From an optimization exercise on the open Yosys and OpenROAD flow, aimed at small area, a short achievable clock period and few clock cycles; shortcuts taken in it are not production practice. Function was checked by simulation only, so behaviour that the tests miss may differ from the original.

==> 06-27 <==
Design userchoice_dual_scramble_hash_core, start of the top module:
module userchoice_dual_scramble_hash_core (
  input  wire                              clk_i,
  input  wire                              rst_ni,
  input  wire                              in_valid_i,
  output logic                             in_stall_o,
  input  wire  [ucdsh_pkg::WordW-1:0]      in_data_i,
  input  wire                              in_last_i,
  output logic                             out_valid_o,
  input  wire                              out_stall_i,
  output logic [ucdsh_pkg::WordW-1:0]      out_hash_first_o,
  output logic [ucdsh_pkg::WordW-1:0]      out_hash_second_o,
  output logic                             out_hash_valid_o,
  input  wire                              cfg_we_i,
  input  wire  [ucdsh_pkg::CfgIdxW-1:0]    cfg_idx_i,
  input  wire  [ucdsh_pkg::WordW-1:0]      cfg_wdata_i
);
==> flow/config.mk <==
export PLATFORM = sky130hd
export DESIGN_NAME = userchoice_dual_scramble_hash_core
export DESIGN_NICKNAME = userchoice_dual_scramble_hash_core
export VERILOG_FILES = /design/flow/design.v
export SDC_FILE = /design/flow/constraint.sdc
export NUM_CORES = 4
export LEC_CHECK = 0
export ABC_AREA = 1
export CAP_MARGIN = 20
export CORE_MARGIN = 2
export CORE_UTILIZATION = 40
export SETUP_SLACK_MARGIN = 5
export SLEW_MARGIN = 20
==> flow/constraint.sdc <==
create_clock -name core_clock -period 14.0 [get_ports {clk_i}]
set_input_delay 2.8000 -clock core_clock [delete_from_list [all_inputs] [get_ports {clk_i}]]
set_output_delay 2.8000 -clock core_clock [all_outputs]
set_load 0.01 [all_outputs]
standard.sh (not shown) runs the stock make flow with config.mk's settings and CLKGATE_MAP_FILE= SYNTH_SCRIPT=/design/flow/synth_recipe.tcl, a recipe that flattens the netlist after the stock synthesis.
==> flow/flow/run.sh <==
#!/bin/bash
set -euo pipefail
bash standard.sh SETUP_SLACK_MARGIN=7 finish > flow.log 2>&1
==> inputs of 05-10, as changes to 06-27 <==
--- a/flow/design.v
+++ b/flow/design.v
@@ -1938,22 +1938,22 @@
     sb_s_q <= !idle_d && (t_d[0] || t_d[4]);
     sc_p_q <= t_d[1] || t_d[3];
     sc_h_q <= t_d[4];
     if (run) ha_q <= a_y;
     if (run) begin
       if (fresh || t_q[0] || t_q[2]) pb_q <= b_y;
       else                           hb_q <= b_y;
     end
-    if (fresh) begin
+    if (fresh || zero_msg) begin
       tot_a_q <= '0;
       tot_b_q <= '0;
     end else begin
       tot_a_q <= tot_a_eff;
       tot_b_q <= tot_b_eff;
     end
   end
   assign out_valid_o       = emit_q;
   assign out_hash_first_o  = (ha_q ^ hb_q) & {W{ohv_q}};
-  assign out_hash_second_o = (tot_a_eff ^ tot_b_eff) & {W{ohv_q}};
+  assign out_hash_second_o = tot_a_eff ^ tot_b_eff;
   assign out_hash_valid_o  = ohv_q;
 endmodule
 `default_nettype wire
==> flow/flow/run.sh (replaced) <==
#!/bin/bash
set -euo pipefail
bash standard.sh SETUP_SLACK_MARGIN=7.5 finish > flow.log 2>&1
==> inputs of 02-17, as changes to 06-27 <==
--- a/flow/design.v
+++ b/flow/design.v
@@ -1816,35 +1816,31 @@
   localparam logic [47:0] KA00 = booth(ucdsh_pkg::ScrA0_0), KA01 = booth(ucdsh_pkg::ScrA0_1),
                           KA02 = booth(ucdsh_pkg::ScrA0_2), KA03 = booth(ucdsh_pkg::ScrA0_3),
                           KA10 = booth(ucdsh_pkg::ScrA1_0), KA11 = booth(ucdsh_pkg::ScrA1_1),
                           KA12 = booth(ucdsh_pkg::ScrA1_2), KA13 = booth(ucdsh_pkg::ScrA1_3);
   localparam logic [47:0] KB00 = booth(ucdsh_pkg::ScrB0_0), KB01 = booth(ucdsh_pkg::ScrB0_1),
                           KB02 = booth(ucdsh_pkg::ScrB0_2), KB03 = booth(ucdsh_pkg::ScrB0_3),
                           KB10 = booth(ucdsh_pkg::ScrB1_0), KB11 = booth(ucdsh_pkg::ScrB1_1),
                           KB12 = booth(ucdsh_pkg::ScrB1_2), KB13 = booth(ucdsh_pkg::ScrB1_3);
-  logic [9:0]  ksa_q, ksb_q, ksa_d, ksb_d;
-  logic [4:0]  tn0, tn1;
-  logic [47:0] k_se, k_so, ka, kb;
-  assign tn0   = t_d & {5{!pos_d}};
-  assign tn1   = t_d & {5{pos_d}};
-  assign ksa_d = {tn1[4:1], tn0[4:1], tn1[0], idle_d | tn0[0]};
-  assign ksb_d = {tn1[4:2], tn1[0], tn0[4:2], idle_d | tn0[0], tn1[1], tn0[1]};
-  assign k_se  = booth(seed_e_q | 32'd1);
-  assign k_so  = booth(seed_o_q | 32'd1);
-  assign ka = ({48{ksa_q[0]}} & k_se) | ({48{ksa_q[1]}} & k_so) |
-              ({48{ksa_q[2]}} & KA00) | ({48{ksa_q[3]}} & KA01) |
-              ({48{ksa_q[4]}} & KA02) | ({48{ksa_q[5]}} & KA03) |
-              ({48{ksa_q[6]}} & KA10) | ({48{ksa_q[7]}} & KA11) |
-              ({48{ksa_q[8]}} & KA12) | ({48{ksa_q[9]}} & KA13);
-  assign kb = ({48{ksb_q[0]}} & k_se) | ({48{ksb_q[1]}} & k_so) |
-              ({48{ksb_q[2]}} & KB00) | ({48{ksb_q[3]}} & KB01) |
-              ({48{ksb_q[4]}} & KB02) | ({48{ksb_q[5]}} & KB03) |
-              ({48{ksb_q[6]}} & KB10) | ({48{ksb_q[7]}} & KB11) |
-              ({48{ksb_q[8]}} & KB12) | ({48{ksb_q[9]}} & KB13);
+  logic [47:0] k_seed, ka, kb;
+  logic [4:0]  tp0, tp1;
+  assign k_seed = booth((pos_q ? seed_o_q : seed_e_q) | 32'd1);
+  assign tp0    = t_q & {5{!pos_q}};
+  assign tp1    = t_q & {5{pos_q}};
+  assign ka = ({48{idle_q | t_q[0]}} & k_seed) |
+              ({48{tp0[1]}} & KA00) | ({48{tp0[2]}} & KA01) |
+              ({48{tp0[3]}} & KA02) | ({48{tp0[4]}} & KA03) |
+              ({48{tp1[1]}} & KA10) | ({48{tp1[2]}} & KA11) |
+              ({48{tp1[3]}} & KA12) | ({48{tp1[4]}} & KA13);
+  assign kb = ({48{t_q[1]}} & k_seed) |
+              ({48{idle_q | tp0[0]}} & KB00) | ({48{tp0[2]}} & KB01) |
+              ({48{tp0[3]}} & KB02) | ({48{tp0[4]}} & KB03) |
+              ({48{tp1[0]}} & KB10) | ({48{tp1[2]}} & KB11) |
+              ({48{tp1[3]}} & KB12) | ({48{tp1[4]}} & KB13);
   logic [W-1:0] fold_w;
   logic [W-1:0] a_op, a_y;
   logic [W-1:0] b_op, b_add, b_y;
   assign fold_w = fold ? q_w0 : '0;
   assign a_op  = ({W{sa_w_q}} & q_w0) | ({W{sa_h_q}} & ha_q) |
                  ({W{sa_s_q}} & swap(ha_q));
   assign b_op  = ({W{sb_w_q}} & swap(q_w0)) | ({W{sb_q_q}} & q_w0) | ({W{sb_h_q}} & hb_q) |
                  ({W{sb_r_q}} & {16'd0, hb_q[31:16]}) | ({W{sb_s_q}} & swap(hb_q));
@@ -1921,18 +1917,16 @@
         emit_q <= 1'b0;
       end
     end
   end
   always_ff @(posedge clk_i) begin
     if (take) begin
       q_w0 <= in_data_i; q_l0 <= in_last_i; q_n0 <= new_ns;
     end
-    ksa_q  <= ksa_d;
-    ksb_q  <= ksb_d;
     sa_w_q <= idle_d;
     sa_h_q <= !idle_d && t_d[0];
     sa_s_q <= |t_d[4:1];
     sb_w_q <= idle_d;
     sb_q_q <= fresh;
     sb_h_q <= (t_d[1] && !fresh) || t_d[3];
     sb_r_q <= t_d[2];
     sb_s_q <= !idle_d && (t_d[0] || t_d[4]);
==> flow/flow/run.sh (replaced) <==
#!/bin/bash
set -euo pipefail
bash standard.sh SETUP_SLACK_MARGIN=8 finish > flow.log 2>&1
==> comparison table <==
| item | 02-17 | 06-27 | 05-10 |
|---|---|---|---|
| Result of the run | complete, no violations | complete, no violations | complete, no violations |
| Type of destination of the critical path | flip-flop | output pin | output pin |
| Number of post-CTS setup repair buffers | 196 | 84 | 317 |
| Synthesized-area fraction occupied by adder cells | 27.4% | 27.1% | 27.2% |
| Register share of the cell area | 14.1% | 15.0% | 13.4% |
| Total clock buffers created by CTS | 38 | 37 | 38 |
| Portion of netlist area occupied by mux cells | 0.121% | 0.0758% | 0.0789% |
| Count of placed standard cells including taps | 6828 | 6948 | 6929 |
| Final Critical Period | 7.08 ns | 7.07 ns | 6.60 ns |
| Clock slew seen by the registers of the worst setup and hold paths | 0.07 ns | 0.06 ns | 0.05 ns |
| Total global-route track usage | 34.2% | 34.0% | 36.5% |
| Multi-input combinational gate total | 4063 | 4168 | 4173 |
| Fraction of final layout cells with drive strength greater than 1 | 17.4% | 11.8% | 24.0% |
| Cells after synthesis | 5495 | 5582 | 5564 |
| Diodes inserted | 0 | 0 | 4 |
| NonClk Buf Share | 8.16% | 8.43% | 13.6% |
Testbench counts of 06-27, summed over its fixed seeds: cycles 14,117.
Testbench counts of 05-10, summed over its fixed seeds: cycles 14,117.
Testbench counts of 02-17, summed over its fixed seeds: cycles 14,117.

---

==> inputs of try-willow <==
userchoice_dual_scramble_hash_core with an RTL version that a note above also has.
==> flow/config.mk <==
export PLATFORM = sky130hd
export DESIGN_NAME = userchoice_dual_scramble_hash_core
export DESIGN_NICKNAME = userchoice_dual_scramble_hash_core
export VERILOG_FILES = /design/flow/design.v
export SDC_FILE = /design/flow/constraint.sdc
export NUM_CORES = 4
export LEC_CHECK = 0
export ABC_AREA = 1
export CAP_MARGIN = 20
export CORE_MARGIN = 2
export CORE_UTILIZATION = 50
export SETUP_SLACK_MARGIN = 5
export SLEW_MARGIN = 20
export TNS_END_PERCENT = 30
==> flow/constraint.sdc <==
create_clock -name core_clock -period 14.0 [get_ports {clk_i}]
set_input_delay 2.8000 -clock core_clock [delete_from_list [all_inputs] [get_ports {clk_i}]]
set_output_delay 2.8000 -clock core_clock [all_outputs]
set_load 0.01 [all_outputs]
==> flow/flow/run.sh <==
#!/bin/bash
set -euo pipefail
bash standard.sh SETUP_SLACK_MARGIN=7 finish > flow.log 2>&1
==> try-indigo (differences from try-willow) <==
--- a/flow/design.v
+++ b/flow/design.v
@@ -1817,33 +1817,29 @@
                           KA02 = booth(ucdsh_pkg::ScrA0_2), KA03 = booth(ucdsh_pkg::ScrA0_3),
                           KA10 = booth(ucdsh_pkg::ScrA1_0), KA11 = booth(ucdsh_pkg::ScrA1_1),
                           KA12 = booth(ucdsh_pkg::ScrA1_2), KA13 = booth(ucdsh_pkg::ScrA1_3);
   localparam logic [47:0] KB00 = booth(ucdsh_pkg::ScrB0_0), KB01 = booth(ucdsh_pkg::ScrB0_1),
                           KB02 = booth(ucdsh_pkg::ScrB0_2), KB03 = booth(ucdsh_pkg::ScrB0_3),
                           KB10 = booth(ucdsh_pkg::ScrB1_0), KB11 = booth(ucdsh_pkg::ScrB1_1),
                           KB12 = booth(ucdsh_pkg::ScrB1_2), KB13 = booth(ucdsh_pkg::ScrB1_3);
-  logic [9:0]  ksa_q, ksb_q, ksa_d, ksb_d;
-  logic [4:0]  tn0, tn1;
-  logic [47:0] k_se, k_so, ka, kb;
-  assign tn0   = t_d & {5{!pos_d}};
-  assign tn1   = t_d & {5{pos_d}};
-  assign ksa_d = {tn1[4:1], tn0[4:1], tn1[0], idle_d | tn0[0]};
-  assign ksb_d = {tn1[4:2], tn1[0], tn0[4:2], idle_d | tn0[0], tn1[1], tn0[1]};
-  assign k_se  = booth(seed_e_q | 32'd1);
-  assign k_so  = booth(seed_o_q | 32'd1);
-  assign ka = ({48{ksa_q[0]}} & k_se) | ({48{ksa_q[1]}} & k_so) |
-              ({48{ksa_q[2]}} & KA00) | ({48{ksa_q[3]}} & KA01) |
-              ({48{ksa_q[4]}} & KA02) | ({48{ksa_q[5]}} & KA03) |
-              ({48{ksa_q[6]}} & KA10) | ({48{ksa_q[7]}} & KA11) |
-              ({48{ksa_q[8]}} & KA12) | ({48{ksa_q[9]}} & KA13);
-  assign kb = ({48{ksb_q[0]}} & k_se) | ({48{ksb_q[1]}} & k_so) |
-              ({48{ksb_q[2]}} & KB00) | ({48{ksb_q[3]}} & KB01) |
-              ({48{ksb_q[4]}} & KB02) | ({48{ksb_q[5]}} & KB03) |
-              ({48{ksb_q[6]}} & KB10) | ({48{ksb_q[7]}} & KB11) |
-              ({48{ksb_q[8]}} & KB12) | ({48{ksb_q[9]}} & KB13);
+  logic [47:0] k_seed, ka, kb;
+  logic [4:0]  tp0, tp1;
+  assign k_seed = booth((pos_q ? seed_o_q : seed_e_q) | 32'd1);
+  assign tp0    = t_q & {5{!pos_q}};
+  assign tp1    = t_q & {5{pos_q}};
+  assign ka = ({48{idle_q | t_q[0]}} & k_seed) |
+              ({48{tp0[1]}} & KA00) | ({48{tp0[2]}} & KA01) |
+              ({48{tp0[3]}} & KA02) | ({48{tp0[4]}} & KA03) |
+              ({48{tp1[1]}} & KA10) | ({48{tp1[2]}} & KA11) |
+              ({48{tp1[3]}} & KA12) | ({48{tp1[4]}} & KA13);
+  assign kb = ({48{t_q[1]}} & k_seed) |
+              ({48{idle_q | tp0[0]}} & KB00) | ({48{tp0[2]}} & KB01) |
+              ({48{tp0[3]}} & KB02) | ({48{tp0[4]}} & KB03) |
+              ({48{tp1[0]}} & KB10) | ({48{tp1[2]}} & KB11) |
+              ({48{tp1[3]}} & KB12) | ({48{tp1[4]}} & KB13);
   logic [W-1:0] fold_w;
   logic [W-1:0] a_op, a_y;
   logic [W-1:0] b_op, b_add, b_y;
   assign fold_w = fold ? q_w0 : '0;
   assign a_op  = ({W{sa_w_q}} & q_w0) | ({W{sa_h_q}} & ha_q) |
                  ({W{sa_s_q}} & swap(ha_q));
   assign b_op  = ({W{sb_w_q}} & swap(q_w0)) | ({W{sb_q_q}} & q_w0) | ({W{sb_h_q}} & hb_q) |
@@ -1922,16 +1918,14 @@
       end
     end
   end
   always_ff @(posedge clk_i) begin
     if (take) begin
       q_w0 <= in_data_i; q_l0 <= in_last_i; q_n0 <= new_ns;
     end
-    ksa_q  <= ksa_d;
-    ksb_q  <= ksb_d;
     sa_w_q <= idle_d;
     sa_h_q <= !idle_d && t_d[0];
     sa_s_q <= |t_d[4:1];
     sb_w_q <= idle_d;
     sb_q_q <= fresh;
     sb_h_q <= (t_d[1] && !fresh) || t_d[3];
     sb_r_q <= t_d[2];
@@ -1939,21 +1933,21 @@
     sc_p_q <= t_d[1] || t_d[3];
     sc_h_q <= t_d[4];
     if (run) ha_q <= a_y;
     if (run) begin
       if (fresh || t_q[0] || t_q[2]) pb_q <= b_y;
       else                           hb_q <= b_y;
     end
-    if (fresh || zero_msg) begin
+    if (fresh) begin
       tot_a_q <= '0;
       tot_b_q <= '0;
     end else begin
       tot_a_q <= tot_a_eff;
       tot_b_q <= tot_b_eff;
     end
   end
   assign out_valid_o       = emit_q;
   assign out_hash_first_o  = (ha_q ^ hb_q) & {W{ohv_q}};
-  assign out_hash_second_o = tot_a_eff ^ tot_b_eff;
+  assign out_hash_second_o = (tot_a_eff ^ tot_b_eff) & {W{ohv_q}};
   assign out_hash_valid_o  = ohv_q;
 endmodule
 `default_nettype wire
- CORE_UTILIZATION: 50 -> 40
- TNS_END_PERCENT: 30 -> not set
==> try-yarrow (differences from try-willow) <==
--- a/flow/design.v
+++ b/flow/design.v
@@ -1817,33 +1817,29 @@
                           KA02 = booth(ucdsh_pkg::ScrA0_2), KA03 = booth(ucdsh_pkg::ScrA0_3),
                           KA10 = booth(ucdsh_pkg::ScrA1_0), KA11 = booth(ucdsh_pkg::ScrA1_1),
                           KA12 = booth(ucdsh_pkg::ScrA1_2), KA13 = booth(ucdsh_pkg::ScrA1_3);
   localparam logic [47:0] KB00 = booth(ucdsh_pkg::ScrB0_0), KB01 = booth(ucdsh_pkg::ScrB0_1),
                           KB02 = booth(ucdsh_pkg::ScrB0_2), KB03 = booth(ucdsh_pkg::ScrB0_3),
                           KB10 = booth(ucdsh_pkg::ScrB1_0), KB11 = booth(ucdsh_pkg::ScrB1_1),
                           KB12 = booth(ucdsh_pkg::ScrB1_2), KB13 = booth(ucdsh_pkg::ScrB1_3);
-  logic [9:0]  ksa_q, ksb_q, ksa_d, ksb_d;
-  logic [4:0]  tn0, tn1;
-  logic [47:0] k_se, k_so, ka, kb;
-  assign tn0   = t_d & {5{!pos_d}};
-  assign tn1   = t_d & {5{pos_d}};
-  assign ksa_d = {tn1[4:1], tn0[4:1], tn1[0], idle_d | tn0[0]};
-  assign ksb_d = {tn1[4:2], tn1[0], tn0[4:2], idle_d | tn0[0], tn1[1], tn0[1]};
-  assign k_se  = booth(seed_e_q | 32'd1);
-  assign k_so  = booth(seed_o_q | 32'd1);
-  assign ka = ({48{ksa_q[0]}} & k_se) | ({48{ksa_q[1]}} & k_so) |
-              ({48{ksa_q[2]}} & KA00) | ({48{ksa_q[3]}} & KA01) |
-              ({48{ksa_q[4]}} & KA02) | ({48{ksa_q[5]}} & KA03) |
-              ({48{ksa_q[6]}} & KA10) | ({48{ksa_q[7]}} & KA11) |
-              ({48{ksa_q[8]}} & KA12) | ({48{ksa_q[9]}} & KA13);
-  assign kb = ({48{ksb_q[0]}} & k_se) | ({48{ksb_q[1]}} & k_so) |
-              ({48{ksb_q[2]}} & KB00) | ({48{ksb_q[3]}} & KB01) |
-              ({48{ksb_q[4]}} & KB02) | ({48{ksb_q[5]}} & KB03) |
-              ({48{ksb_q[6]}} & KB10) | ({48{ksb_q[7]}} & KB11) |
-              ({48{ksb_q[8]}} & KB12) | ({48{ksb_q[9]}} & KB13);
+  logic [47:0] k_seed, ka, kb;
+  logic [4:0]  tp0, tp1;
+  assign k_seed = booth((pos_q ? seed_o_q : seed_e_q) | 32'd1);
+  assign tp0    = t_q & {5{!pos_q}};
+  assign tp1    = t_q & {5{pos_q}};
+  assign ka = ({48{idle_q | t_q[0]}} & k_seed) |
+              ({48{tp0[1]}} & KA00) | ({48{tp0[2]}} & KA01) |
+              ({48{tp0[3]}} & KA02) | ({48{tp0[4]}} & KA03) |
+              ({48{tp1[1]}} & KA10) | ({48{tp1[2]}} & KA11) |
+              ({48{tp1[3]}} & KA12) | ({48{tp1[4]}} & KA13);
+  assign kb = ({48{t_q[1]}} & k_seed) |
+              ({48{idle_q | tp0[0]}} & KB00) | ({48{tp0[2]}} & KB01) |
+              ({48{tp0[3]}} & KB02) | ({48{tp0[4]}} & KB03) |
+              ({48{tp1[0]}} & KB10) | ({48{tp1[2]}} & KB11) |
+              ({48{tp1[3]}} & KB12) | ({48{tp1[4]}} & KB13);
   logic [W-1:0] fold_w;
   logic [W-1:0] a_op, a_y;
   logic [W-1:0] b_op, b_add, b_y;
   assign fold_w = fold ? q_w0 : '0;
   assign a_op  = ({W{sa_w_q}} & q_w0) | ({W{sa_h_q}} & ha_q) |
                  ({W{sa_s_q}} & swap(ha_q));
   assign b_op  = ({W{sb_w_q}} & swap(q_w0)) | ({W{sb_q_q}} & q_w0) | ({W{sb_h_q}} & hb_q) |
@@ -1922,16 +1918,14 @@
       end
     end
   end
   always_ff @(posedge clk_i) begin
     if (take) begin
       q_w0 <= in_data_i; q_l0 <= in_last_i; q_n0 <= new_ns;
     end
-    ksa_q  <= ksa_d;
-    ksb_q  <= ksb_d;
     sa_w_q <= idle_d;
     sa_h_q <= !idle_d && t_d[0];
     sa_s_q <= |t_d[4:1];
     sb_w_q <= idle_d;
     sb_q_q <= fresh;
     sb_h_q <= (t_d[1] && !fresh) || t_d[3];
     sb_r_q <= t_d[2];
@@ -1939,21 +1933,21 @@
     sc_p_q <= t_d[1] || t_d[3];
     sc_h_q <= t_d[4];
     if (run) ha_q <= a_y;
     if (run) begin
       if (fresh || t_q[0] || t_q[2]) pb_q <= b_y;
       else                           hb_q <= b_y;
     end
-    if (fresh || zero_msg) begin
+    if (fresh) begin
       tot_a_q <= '0;
       tot_b_q <= '0;
     end else begin
       tot_a_q <= tot_a_eff;
       tot_b_q <= tot_b_eff;
     end
   end
   assign out_valid_o       = emit_q;
   assign out_hash_first_o  = (ha_q ^ hb_q) & {W{ohv_q}};
-  assign out_hash_second_o = tot_a_eff ^ tot_b_eff;
+  assign out_hash_second_o = (tot_a_eff ^ tot_b_eff) & {W{ohv_q}};
   assign out_hash_valid_o  = ohv_q;
 endmodule
 `default_nettype wire
==> flow/flow/run.sh (replaced) <==
#!/bin/bash
set -euo pipefail
bash standard.sh SETUP_SLACK_MARGIN=8 finish > flow.log 2>&1
- CORE_UTILIZATION: 50 -> 40
- PLACE_DENSITY: not set -> 0.7
- TNS_END_PERCENT: 30 -> not set
==> try-maple (differences from try-willow) <==
--- a/flow/design.v
+++ b/flow/design.v
@@ -1817,33 +1817,29 @@
                           KA02 = booth(ucdsh_pkg::ScrA0_2), KA03 = booth(ucdsh_pkg::ScrA0_3),
                           KA10 = booth(ucdsh_pkg::ScrA1_0), KA11 = booth(ucdsh_pkg::ScrA1_1),
                           KA12 = booth(ucdsh_pkg::ScrA1_2), KA13 = booth(ucdsh_pkg::ScrA1_3);
   localparam logic [47:0] KB00 = booth(ucdsh_pkg::ScrB0_0), KB01 = booth(ucdsh_pkg::ScrB0_1),
                           KB02 = booth(ucdsh_pkg::ScrB0_2), KB03 = booth(ucdsh_pkg::ScrB0_3),
                           KB10 = booth(ucdsh_pkg::ScrB1_0), KB11 = booth(ucdsh_pkg::ScrB1_1),
                           KB12 = booth(ucdsh_pkg::ScrB1_2), KB13 = booth(ucdsh_pkg::ScrB1_3);
-  logic [9:0]  ksa_q, ksb_q, ksa_d, ksb_d;
-  logic [4:0]  tn0, tn1;
-  logic [47:0] k_se, k_so, ka, kb;
-  assign tn0   = t_d & {5{!pos_d}};
-  assign tn1   = t_d & {5{pos_d}};
-  assign ksa_d = {tn1[4:1], tn0[4:1], tn1[0], idle_d | tn0[0]};
-  assign ksb_d = {tn1[4:2], tn1[0], tn0[4:2], idle_d | tn0[0], tn1[1], tn0[1]};
-  assign k_se  = booth(seed_e_q | 32'd1);
-  assign k_so  = booth(seed_o_q | 32'd1);
-  assign ka = ({48{ksa_q[0]}} & k_se) | ({48{ksa_q[1]}} & k_so) |
-              ({48{ksa_q[2]}} & KA00) | ({48{ksa_q[3]}} & KA01) |
-              ({48{ksa_q[4]}} & KA02) | ({48{ksa_q[5]}} & KA03) |
-              ({48{ksa_q[6]}} & KA10) | ({48{ksa_q[7]}} & KA11) |
-              ({48{ksa_q[8]}} & KA12) | ({48{ksa_q[9]}} & KA13);
-  assign kb = ({48{ksb_q[0]}} & k_se) | ({48{ksb_q[1]}} & k_so) |
-              ({48{ksb_q[2]}} & KB00) | ({48{ksb_q[3]}} & KB01) |
-              ({48{ksb_q[4]}} & KB02) | ({48{ksb_q[5]}} & KB03) |
-              ({48{ksb_q[6]}} & KB10) | ({48{ksb_q[7]}} & KB11) |
-              ({48{ksb_q[8]}} & KB12) | ({48{ksb_q[9]}} & KB13);
+  logic [47:0] k_seed, ka, kb;
+  logic [4:0]  tp0, tp1;
+  assign k_seed = booth((pos_q ? seed_o_q : seed_e_q) | 32'd1);
+  assign tp0    = t_q & {5{!pos_q}};
+  assign tp1    = t_q & {5{pos_q}};
+  assign ka = ({48{idle_q | t_q[0]}} & k_seed) |
+              ({48{tp0[1]}} & KA00) | ({48{tp0[2]}} & KA01) |
+              ({48{tp0[3]}} & KA02) | ({48{tp0[4]}} & KA03) |
+              ({48{tp1[1]}} & KA10) | ({48{tp1[2]}} & KA11) |
+              ({48{tp1[3]}} & KA12) | ({48{tp1[4]}} & KA13);
+  assign kb = ({48{t_q[1]}} & k_seed) |
+              ({48{idle_q | tp0[0]}} & KB00) | ({48{tp0[2]}} & KB01) |
+              ({48{tp0[3]}} & KB02) | ({48{tp0[4]}} & KB03) |
+              ({48{tp1[0]}} & KB10) | ({48{tp1[2]}} & KB11) |
+              ({48{tp1[3]}} & KB12) | ({48{tp1[4]}} & KB13);
   logic [W-1:0] fold_w;
   logic [W-1:0] a_op, a_y;
   logic [W-1:0] b_op, b_add, b_y;
   assign fold_w = fold ? q_w0 : '0;
   assign a_op  = ({W{sa_w_q}} & q_w0) | ({W{sa_h_q}} & ha_q) |
                  ({W{sa_s_q}} & swap(ha_q));
   assign b_op  = ({W{sb_w_q}} & swap(q_w0)) | ({W{sb_q_q}} & q_w0) | ({W{sb_h_q}} & hb_q) |
@@ -1922,16 +1918,14 @@
       end
     end
   end
   always_ff @(posedge clk_i) begin
     if (take) begin
       q_w0 <= in_data_i; q_l0 <= in_last_i; q_n0 <= new_ns;
     end
-    ksa_q  <= ksa_d;
-    ksb_q  <= ksb_d;
     sa_w_q <= idle_d;
     sa_h_q <= !idle_d && t_d[0];
     sa_s_q <= |t_d[4:1];
     sb_w_q <= idle_d;
     sb_q_q <= fresh;
     sb_h_q <= (t_d[1] && !fresh) || t_d[3];
     sb_r_q <= t_d[2];
@@ -1939,21 +1933,21 @@
     sc_p_q <= t_d[1] || t_d[3];
     sc_h_q <= t_d[4];
     if (run) ha_q <= a_y;
     if (run) begin
       if (fresh || t_q[0] || t_q[2]) pb_q <= b_y;
       else                           hb_q <= b_y;
     end
-    if (fresh || zero_msg) begin
+    if (fresh) begin
       tot_a_q <= '0;
       tot_b_q <= '0;
     end else begin
       tot_a_q <= tot_a_eff;
       tot_b_q <= tot_b_eff;
     end
   end
   assign out_valid_o       = emit_q;
   assign out_hash_first_o  = (ha_q ^ hb_q) & {W{ohv_q}};
-  assign out_hash_second_o = tot_a_eff ^ tot_b_eff;
+  assign out_hash_second_o = (tot_a_eff ^ tot_b_eff) & {W{ohv_q}};
   assign out_hash_valid_o  = ohv_q;
 endmodule
 `default_nettype wire
==> flow/flow/run.sh (replaced) <==
#!/bin/bash
set -euo pipefail
bash standard.sh SYNTH_ARGS=-noabc SETUP_SLACK_MARGIN=8 finish > flow.log 2>&1
- CORE_UTILIZATION: 50 -> 40
- TNS_END_PERCENT: 30 -> not set
==> run notes <==
run status=no timing/DRC/antenna violations; critical path endpoint=out_hash_second_o[13]; final cell count without fillers=7,176; most frequent cells in the layout=987 x nand2_1, 781 x inv_1, 491 x xor2_1, 453 x fa_1, 406 x o22ai_1; CLK BUF=58; starting DRC count in detailed routing=4,986; Non-clk invs=900; Initial Util=40.3%; post-synthesis compound-gate area fraction=14.4%; placed cell count=6,837
# the run above: try-indigo

==> run notes <==
critical path endpoint=out_hash_second_o[27]; most frequent cells in the layout=1,092 x nand2_1, 759 x inv_1, 588 x xor2_1, 467 x fa_1, 446 x o22ai_1; post-synthesis compound-gate area fraction=14.1%; placed cell count=6,676; starting DRC count in detailed routing=5,317; run status=no timing/DRC/antenna violations; final cell count without fillers=6,906; Initial Util=50.4%
# the run above: try-willow

==> run notes <==
starting DRC count in detailed routing=5,965; run status=no timing/DRC/antenna violations; final cell count without fillers=7,381; post-synthesis compound-gate area fraction=14.4%; most frequent cells in the layout=926 x nand2_1, 751 x inv_1, 463 x xor2_1, 411 x fa_1, 362 x buf_4; CLK BUF=46; critical path endpoint=pb_q[31]
# the run above: try-yarrow

==> run notes <==
most frequent cells in the layout=937 x nand2_1, 510 x xor2_1, 425 x buf_4, 368 x fa_1, 367 x inv_1; Non-clk invs=501; run status=no timing/DRC/antenna violations; CLK BUF=45
# the run above: try-maple

Testbench counts of try-willow, summed over its fixed seeds: cycles 14,117.
Testbench counts of try-indigo, summed over its fixed seeds: cycles 14,117.
Testbench counts of try-yarrow, summed over its fixed seeds: cycles 14,117.
Testbench counts of try-maple, summed over its fixed seeds: cycles 14,117.

-- separate check: timing with driven ports --
No port has a modelled driver above. Below, the same layouts with a new extraction and two added sets of constraints.
Step 1 (the two cells are an assumption about what drives the block):
set clk [get_ports {clk_i}]
set_driving_cell -lib_cell sky130_fd_sc_hd__clkbuf_16 $clk
set_driving_cell -lib_cell sky130_fd_sc_hd__buf_2 [delete_from_list [all_inputs] $clk]
Step 2, shift: input delay + t, output delay - t, t = (earliest + latest rising clock arrival at the registers) / 2. This alone moves slack from input paths to output paths.
a / b / c = ideal ports / drivers / drivers and shift; a / b = the first two.
run | t, ns | setup WS [ns] | hold slack, ns | worst setup path after step 2 | slew at the worst register clock pin (ns)
06-27 | 0.678 | 6.929 / 6.849 / 7.156 | 0.346 / 0.346 / 0.346 | register to register | 0.07 / 0.07
05-10 | 0.667 | 7.403 / 7.333 / 7.427 | 0.354 / 0.354 / 0.354 | register to register | 0.07 / 0.07
02-17 | 0.679 | 6.921 / 6.921 / 6.921 | 0.350 / 0.350 / 0.350 | register to register | 0.07 / 0.07
try-willow | 0.645 | 6.816 / 6.747 / 6.941 | 0.349 / 0.349 / 0.349 | register to register | 0.07 / 0.07
try-indigo | 0.658 | 6.951 / 6.880 / 6.967 | 0.332 / 0.332 / 0.332 | register to register | 0.07 / 0.07
try-yarrow | 0.691 | 7.114 / 7.083 / 7.114 | 0.360 / 0.360 / 0.360 | register to register | 0.07 / 0.07
try-maple | 0.670 | 6.856 / 6.856 / 6.856 | 0.352 / 0.352 / 0.352 | register to register | 0.08 / 0.08
After both steps every run listed still meets setup and hold.
